Background: an optimization exercise with open tools, aiming at small area, a short achievable clock period and few clock cycles per item. Do not read the settings as production practice.
Power is estimated from default activity; no workload was simulated.

Setup of lane 1:
==> flow/design.v <==
package mpc_pkg;
   localparam int SPEED_W  = 16;
   localparam int ABS_W    = SPEED_W + 1;
   localparam int LIMIT_W  = 15;
   localparam int HOLD_W   = 24;
   localparam int TIME_W   = 48;
   localparam int CSR_IDX_W  = 3;
   localparam int CSR_DATA_W = 24;
   localparam int QUEUE_DEPTH_DEFAULT = 2;
   localparam logic [HOLD_W-1:0] STATIONARY_HOLD_DEFAULT = 24'd200000;
   localparam logic [LIMIT_W-1:0] STAT_LIN_RESET   = 15'd20;
   localparam logic [LIMIT_W-1:0] STAT_ANG_RESET   = 15'd20;
   localparam logic [LIMIT_W-1:0] TURN_ENTER_RESET = 15'd200;
   localparam logic [LIMIT_W-1:0] TURN_EXIT_RESET  = 15'd100;
   localparam logic [LIMIT_W-1:0] ARC_ENTER_RESET  = 15'd100;
   localparam logic [LIMIT_W-1:0] ARC_EXIT_RESET   = 15'd50;
   localparam logic [HOLD_W-1:0]  ENTER_HOLD_RESET = 24'd100000;
   localparam logic [HOLD_W-1:0]  EXIT_HOLD_RESET  = 24'd200000;
   typedef enum logic [1:0] {
      PH_STRAIGHT   = 2'd0,
      PH_STATIONARY = 2'd1,
      PH_TURNING    = 2'd2,
      PH_ARC        = 2'd3
   } phase_type;
   typedef enum logic [CSR_IDX_W-1:0] {
      REG_STAT_LIN   = 3'd0,
      REG_STAT_ANG   = 3'd1,
      REG_TURN_ENTER = 3'd2,
      REG_TURN_EXIT  = 3'd3,
      REG_ARC_ENTER  = 3'd4,
      REG_ARC_EXIT   = 3'd5,
      REG_ENTER_HOLD = 3'd6,
      REG_EXIT_HOLD  = 3'd7
   } csr_index_type;
   typedef struct packed {
      logic              stationary;
      logic              turn_enter_hit;
      logic              turn_exit_hit;
      logic              arc_enter_hit;
      logic              arc_exit_hit;
      logic              discard;
      logic [TIME_W-1:0] sample_time;
   } sample_flags_type;
   typedef struct packed {
      logic [HOLD_W-1:0] enter_hold;
      logic [HOLD_W-1:0] exit_hold;
   } hold_cfg_type;
   typedef struct packed {
      phase_type phase;
      logic      pending;
   } result_type;
endpackage
module mpc_queue #(
   parameter int  WIDTH     = 1,
   parameter int  DEPTH     = 2
) (
   input  logic     clock,
   input  logic     reset,
   input  logic     push,
   input  logic [WIDTH-1:0] push_data,
   output logic     full,
   input  logic     pop,
   output logic [WIDTH-1:0] pop_data,
   output logic     empty,
   output logic [$clog2(DEPTH + 1)-1:0] count
);
   localparam int PTR_W = (DEPTH > 1) ? $clog2(DEPTH) : 1;
   localparam int CNT_W = $clog2(DEPTH + 1);
   localparam logic [PTR_W-1:0] LAST = PTR_W'(DEPTH - 1);
   logic [WIDTH-1:0]  entry_ff [DEPTH];
   logic [PTR_W-1:0]  wr_ptr_ff, wr_ptr_in;
   logic [PTR_W-1:0]  rd_ptr_ff, rd_ptr_in;
   logic [CNT_W-1:0]  count_ff, count_in;
   logic              do_push, do_pop;
   assign count    = count_ff;
   assign full     = (count_ff == CNT_W'(DEPTH));
   assign empty    = (count_ff == '0);
   assign do_push  = push && !full;
   assign do_pop   = pop && !empty;
   assign pop_data = entry_ff[rd_ptr_ff];
   always_comb begin
      wr_ptr_in = wr_ptr_ff;
      rd_ptr_in = rd_ptr_ff;
      count_in  = count_ff;
      if (do_push) begin
         wr_ptr_in = (wr_ptr_ff == LAST) ? '0 : wr_ptr_ff + 1'b1;
      end
      if (do_pop) begin
         rd_ptr_in = (rd_ptr_ff == LAST) ? '0 : rd_ptr_ff + 1'b1;
      end
      if (do_push && !do_pop) begin
         count_in = count_ff + 1'b1;
      end else if (do_pop && !do_push) begin
         count_in = count_ff - 1'b1;
      end
   end
   always_ff @(posedge clock) begin
      if (reset) begin
         wr_ptr_ff <= '0;
         rd_ptr_ff <= '0;
         count_ff  <= '0;
      end else begin
         wr_ptr_ff <= wr_ptr_in;
         rd_ptr_ff <= rd_ptr_in;
         count_ff  <= count_in;
      end
   end
   always_ff @(posedge clock) begin
      if (do_push) begin
         entry_ff[wr_ptr_ff] <= push_data;
      end
   end
endmodule
import mpc_pkg::*;
module motion_phase_classifier #(
   parameter int                          QUEUE_DEPTH = mpc_pkg::QUEUE_DEPTH_DEFAULT,
   parameter logic [mpc_pkg::HOLD_W-1:0] STATIONARY_HOLD_US =
      mpc_pkg::STATIONARY_HOLD_DEFAULT
) (
   input  logic                                clock,
   input  logic                                reset,
   input  logic                                req_push,
   output logic                                req_full,
   input  logic signed [mpc_pkg::SPEED_W-1:0]  req_linear_speed,
   input  logic signed [mpc_pkg::SPEED_W-1:0]  req_angular_rate,
   input  logic [mpc_pkg::TIME_W-1:0]          req_sample_time,
   input  logic                                req_discard,
   output logic                                rsp_empty,
   input  logic                                rsp_pop,
   output logic [1:0]                          rsp_motion_phase,
   output logic                                rsp_switch_pending,
   input  logic                                csr_valid,
   output logic                                csr_ready,
   input  logic [mpc_pkg::CSR_IDX_W-1:0]       csr_index,
   input  logic [mpc_pkg::CSR_DATA_W-1:0]      csr_data
);
   logic [LIMIT_W-1:0] stat_lin_ff, stat_ang_ff;
   logic [LIMIT_W-1:0] turn_enter_ff, turn_exit_ff;
   logic [LIMIT_W-1:0] arc_enter_ff, arc_exit_ff;
   logic [HOLD_W-1:0]  enter_hold_ff, exit_hold_ff;
   logic [1:0]        phase_ff, phase_in, target, cand_target_ff, cand_target_in;
   logic              cand_valid_ff, cand_valid_in;
   logic [TIME_W-1:0] cand_start_ff, cand_start_in;
   logic [HOLD_W-1:0] hold;
   logic [TIME_W:0]   deadline;
   logic [ABS_W-1:0]  lin_abs, ang_abs;
   logic              take, stale, held, stationary, turn_hit, arc_hit;
   logic [2:0]        out_data;
   logic [1:0]        out_count;
   logic              s1_valid, s1_disc;
   logic signed [SPEED_W-1:0] s1_lin, s1_ang;
   logic [TIME_W-1:0] s1_time;
   assign csr_ready = 1'b1;
   always_ff @(posedge clock) begin
      if (reset) begin
         stat_lin_ff   <= STAT_LIN_RESET;
         stat_ang_ff   <= STAT_ANG_RESET;
         turn_enter_ff <= TURN_ENTER_RESET;
         turn_exit_ff  <= TURN_EXIT_RESET;
         arc_enter_ff  <= ARC_ENTER_RESET;
         arc_exit_ff   <= ARC_EXIT_RESET;
         enter_hold_ff <= ENTER_HOLD_RESET;
         exit_hold_ff  <= EXIT_HOLD_RESET;
      end else if (csr_valid) begin
         case (csr_index)
            3'd0: stat_lin_ff   <= csr_data[LIMIT_W-1:0];
            3'd1: stat_ang_ff   <= csr_data[LIMIT_W-1:0];
            3'd2: turn_enter_ff <= csr_data[LIMIT_W-1:0];
            3'd3: turn_exit_ff  <= csr_data[LIMIT_W-1:0];
            3'd4: arc_enter_ff  <= csr_data[LIMIT_W-1:0];
            3'd5: arc_exit_ff   <= csr_data[LIMIT_W-1:0];
            3'd6: enter_hold_ff <= csr_data[HOLD_W-1:0];
            default: exit_hold_ff <= csr_data[HOLD_W-1:0];
         endcase
      end
   end
   assign take = req_push && !req_full;
   always_ff @(posedge clock) begin
      if (reset) s1_valid <= 1'b0;
      else       s1_valid <= take;
   end
   always_ff @(posedge clock) begin
      s1_lin  <= req_linear_speed;
      s1_ang  <= req_angular_rate;
      s1_time <= req_sample_time;
      s1_disc <= req_discard;
   end
   assign lin_abs = s1_lin[SPEED_W-1] ? ABS_W'(-{s1_lin[SPEED_W-1], s1_lin})
                                                : ABS_W'(s1_lin);
   assign ang_abs = s1_ang[SPEED_W-1] ? ABS_W'(-{s1_ang[SPEED_W-1], s1_ang})
                                                : ABS_W'(s1_ang);
   assign hold     = (cand_target_ff == PH_STATIONARY) ? STATIONARY_HOLD_US :
                     (cand_target_ff == PH_STRAIGHT)   ? exit_hold_ff : enter_hold_ff;
   assign deadline = {1'b0, cand_start_ff} + (TIME_W+1)'(hold);
   assign stale    = cand_valid_ff && (s1_time <= cand_start_ff);
   assign held     = ({1'b0, s1_time} >= deadline);
   always_comb begin
      stationary = (lin_abs <= ABS_W'(stat_lin_ff)) && (ang_abs <= ABS_W'(stat_ang_ff));
      turn_hit   = phase_ff[1] ? (ang_abs >= ABS_W'(turn_exit_ff)) : (ang_abs >= ABS_W'(turn_enter_ff));
      arc_hit    = (phase_ff == PH_ARC) ? (lin_abs >= ABS_W'(arc_exit_ff)) : (lin_abs >= ABS_W'(arc_enter_ff));
      if (stationary)    target = PH_STATIONARY;
      else if (turn_hit) target = arc_hit ? PH_ARC : PH_TURNING;
      else               target = PH_STRAIGHT;
   end
   always_comb begin
      phase_in       = phase_ff;
      cand_valid_in  = cand_valid_ff;
      cand_target_in = cand_target_ff;
      cand_start_in  = cand_start_ff;
      if (s1_disc || stale) begin
         phase_in      = PH_STRAIGHT;
         cand_valid_in = 1'b0;
      end else if (target == phase_ff) begin
         cand_valid_in = 1'b0;
      end else if (phase_ff == PH_STATIONARY) begin
         phase_in      = target;
         cand_valid_in = 1'b0;
      end else if (!cand_valid_ff || (cand_target_ff != target)) begin
         cand_valid_in  = 1'b1;
         cand_target_in = target;
         cand_start_in  = s1_time;
      end else if (held) begin
         phase_in      = target;
         cand_valid_in = 1'b0;
      end
   end
   always_ff @(posedge clock) begin
      if (reset) begin
         phase_ff       <= PH_STRAIGHT;
         cand_valid_ff  <= 1'b0;
      end else if (s1_valid) begin
         phase_ff       <= phase_in;
         cand_valid_ff  <= cand_valid_in;
      end
   end
   always_ff @(posedge clock) begin
      if (s1_valid) begin
         cand_target_ff <= cand_target_in;
         cand_start_ff  <= cand_start_in;
      end
   end
   mpc_queue #(
      .WIDTH     (3),
      .DEPTH     (3)
   ) u_out_queue (
      .clock     (clock),
      .reset     (reset),
      .push      (s1_valid),
      .push_data ({phase_in, cand_valid_in}),
      .full      (),
      .pop       (rsp_pop),
      .pop_data  (out_data),
      .count     (out_count),
      .empty     (rsp_empty)
   );
   assign req_full = (out_count + 2'(s1_valid)) >= 2'd3;
   assign rsp_motion_phase   = out_data[2:1];
   assign rsp_switch_pending = out_data[0];
endmodule
make LEC_CHECK=0 CAP_MARGIN=20 CORE_MARGIN=2 CORE_UTILIZATION=40 SLEW_MARGIN=20 finish   # period 5.5 ns
run.sh (not shown) runs the stock make flow with config.mk's settings and CLKGATE_MAP_FILE= SYNTH_SCRIPT=/design/flow/synth_recipe.tcl, a recipe that flattens the netlist after the stock synthesis.
--- input diff lane 1..lane 2 ---
--- a/flow/design.v
+++ b/flow/design.v
@@ -60,10 +60,9 @@
    input  logic [WIDTH-1:0] push_data,
    output logic     full,
    input  logic     pop,
    output logic [WIDTH-1:0] pop_data,
-   output logic     empty,
-   output logic [$clog2(DEPTH + 1)-1:0] count
+   output logic     empty
 );
    localparam int PTR_W = (DEPTH > 1) ? $clog2(DEPTH) : 1;
    localparam int CNT_W = $clog2(DEPTH + 1);
    localparam logic [PTR_W-1:0] LAST = PTR_W'(DEPTH - 1);
@@ -71,9 +70,8 @@
    logic [PTR_W-1:0]  wr_ptr_ff, wr_ptr_in;
    logic [PTR_W-1:0]  rd_ptr_ff, rd_ptr_in;
    logic [CNT_W-1:0]  count_ff, count_in;
    logic              do_push, do_pop;
-   assign count    = count_ff;
    assign full     = (count_ff == CNT_W'(DEPTH));
    assign empty    = (count_ff == '0);
    assign do_push  = push && !full;
    assign do_pop   = pop && !empty;
@@ -145,12 +143,8 @@
    logic [TIME_W:0]   deadline;
    logic [ABS_W-1:0]  lin_abs, ang_abs;
    logic              take, stale, held, stationary, turn_hit, arc_hit;
    logic [2:0]        out_data;
-   logic [1:0]        out_count;
-   logic              s1_valid, s1_disc;
-   logic signed [SPEED_W-1:0] s1_lin, s1_ang;
-   logic [TIME_W-1:0] s1_time;
    assign csr_ready = 1'b1;
    always_ff @(posedge clock) begin
       if (reset) begin
          stat_lin_ff   <= STAT_LIN_RESET;
@@ -174,27 +168,17 @@
          endcase
       end
    end
    assign take = req_push && !req_full;
-   always_ff @(posedge clock) begin
-      if (reset) s1_valid <= 1'b0;
-      else       s1_valid <= take;
-   end
-   always_ff @(posedge clock) begin
-      s1_lin  <= req_linear_speed;
-      s1_ang  <= req_angular_rate;
-      s1_time <= req_sample_time;
-      s1_disc <= req_discard;
-   end
-   assign lin_abs = s1_lin[SPEED_W-1] ? ABS_W'(-{s1_lin[SPEED_W-1], s1_lin})
-                                                : ABS_W'(s1_lin);
-   assign ang_abs = s1_ang[SPEED_W-1] ? ABS_W'(-{s1_ang[SPEED_W-1], s1_ang})
-                                                : ABS_W'(s1_ang);
+   assign lin_abs = req_linear_speed[SPEED_W-1] ? ABS_W'(-{req_linear_speed[SPEED_W-1], req_linear_speed})
+                                                : ABS_W'(req_linear_speed);
+   assign ang_abs = req_angular_rate[SPEED_W-1] ? ABS_W'(-{req_angular_rate[SPEED_W-1], req_angular_rate})
+                                                : ABS_W'(req_angular_rate);
    assign hold     = (cand_target_ff == PH_STATIONARY) ? STATIONARY_HOLD_US :
                      (cand_target_ff == PH_STRAIGHT)   ? exit_hold_ff : enter_hold_ff;
    assign deadline = {1'b0, cand_start_ff} + (TIME_W+1)'(hold);
-   assign stale    = cand_valid_ff && (s1_time <= cand_start_ff);
-   assign held     = ({1'b0, s1_time} >= deadline);
+   assign stale    = cand_valid_ff && (req_sample_time <= cand_start_ff);
+   assign held     = ({1'b0, req_sample_time} >= deadline);
    always_comb begin
       stationary = (lin_abs <= ABS_W'(stat_lin_ff)) && (ang_abs <= ABS_W'(stat_ang_ff));
       turn_hit   = phase_ff[1] ? (ang_abs >= ABS_W'(turn_exit_ff)) : (ang_abs >= ABS_W'(turn_enter_ff));
       arc_hit    = (phase_ff == PH_ARC) ? (lin_abs >= ABS_W'(arc_exit_ff)) : (lin_abs >= ABS_W'(arc_enter_ff));
@@ -206,9 +190,9 @@
       phase_in       = phase_ff;
       cand_valid_in  = cand_valid_ff;
       cand_target_in = cand_target_ff;
       cand_start_in  = cand_start_ff;
-      if (s1_disc || stale) begin
+      if (req_discard || stale) begin
          phase_in      = PH_STRAIGHT;
          cand_valid_in = 1'b0;
       end else if (target == phase_ff) begin
          cand_valid_in = 1'b0;
@@ -217,9 +201,9 @@
          cand_valid_in = 1'b0;
       end else if (!cand_valid_ff || (cand_target_ff != target)) begin
          cand_valid_in  = 1'b1;
          cand_target_in = target;
-         cand_start_in  = s1_time;
+         cand_start_in  = req_sample_time;
       end else if (held) begin
          phase_in      = target;
          cand_valid_in = 1'b0;
       end
@@ -227,33 +211,31 @@
    always_ff @(posedge clock) begin
       if (reset) begin
          phase_ff       <= PH_STRAIGHT;
          cand_valid_ff  <= 1'b0;
-      end else if (s1_valid) begin
+      end else if (take) begin
          phase_ff       <= phase_in;
          cand_valid_ff  <= cand_valid_in;
       end
    end
    always_ff @(posedge clock) begin
-      if (s1_valid) begin
+      if (take) begin
          cand_target_ff <= cand_target_in;
          cand_start_ff  <= cand_start_in;
       end
    end
    mpc_queue #(
       .WIDTH     (3),
-      .DEPTH     (3)
+      .DEPTH     (QUEUE_DEPTH)
    ) u_out_queue (
       .clock     (clock),
       .reset     (reset),
-      .push      (s1_valid),
+      .push      (take),
       .push_data ({phase_in, cand_valid_in}),
-      .full      (),
+      .full      (req_full),
       .pop       (rsp_pop),
       .pop_data  (out_data),
-      .count     (out_count),
       .empty     (rsp_empty)
    );
-   assign req_full = (out_count + 2'(s1_valid)) >= 2'd3;
    assign rsp_motion_phase   = out_data[2:1];
    assign rsp_switch_pending = out_data[0];
 endmodule
Notes after the runs:
- Measured against lane 2, the number of logic inverters in the finished layout of lane 1 comes out at 0.932 times the reference value.
- Looking at sequential power, lane 2 sits below lane 1.
- From lane 1 to lane 2 the numbers moved as follows: fraction of final layout cells sized beyond drive strength 1 higher, clock skew barely changed, area taken by flip-flops and latches saw a decrease.
No run of this note included a check of the RTL's function; only the layout flow was run.

## separate check: timing with driven ports
The flow's constraints put no driver on any port. The routed layouts listed below were extracted and timed again, unchanged, in two steps. Step 1 sets driving cells, clkbuf_16 on the clock port and buf_2 on the other inputs (assumed; they add their load-dependent delay and slew). Step 2 times the ports against the registers' clock, not the clock port: input delays grow and output delays shrink by t, the midpoint of the rising clock arrivals with the driver on. Slacks: ideal / step 1 / step 2; pairs: ideal / step 1.
run	t, ns	slack for setup (ns)	clock arrival spread, ns	worst data-port slew with drivers (ns)	cell pins on the clock port's net
lane 1	0.597	0.245 / 0.245 / 0.245	0.014 / 0.015	0.06	1
lane 2	0.568	0.183 / 0.183 / -0.208	0.016 / 0.016	0.08	1
Met with ideal ports but missed after step 2: setup timing in lane 2. The setup slack of lane 2, which loses most, moves by 0.000 ns with the drivers and by -0.391 ns with both steps.
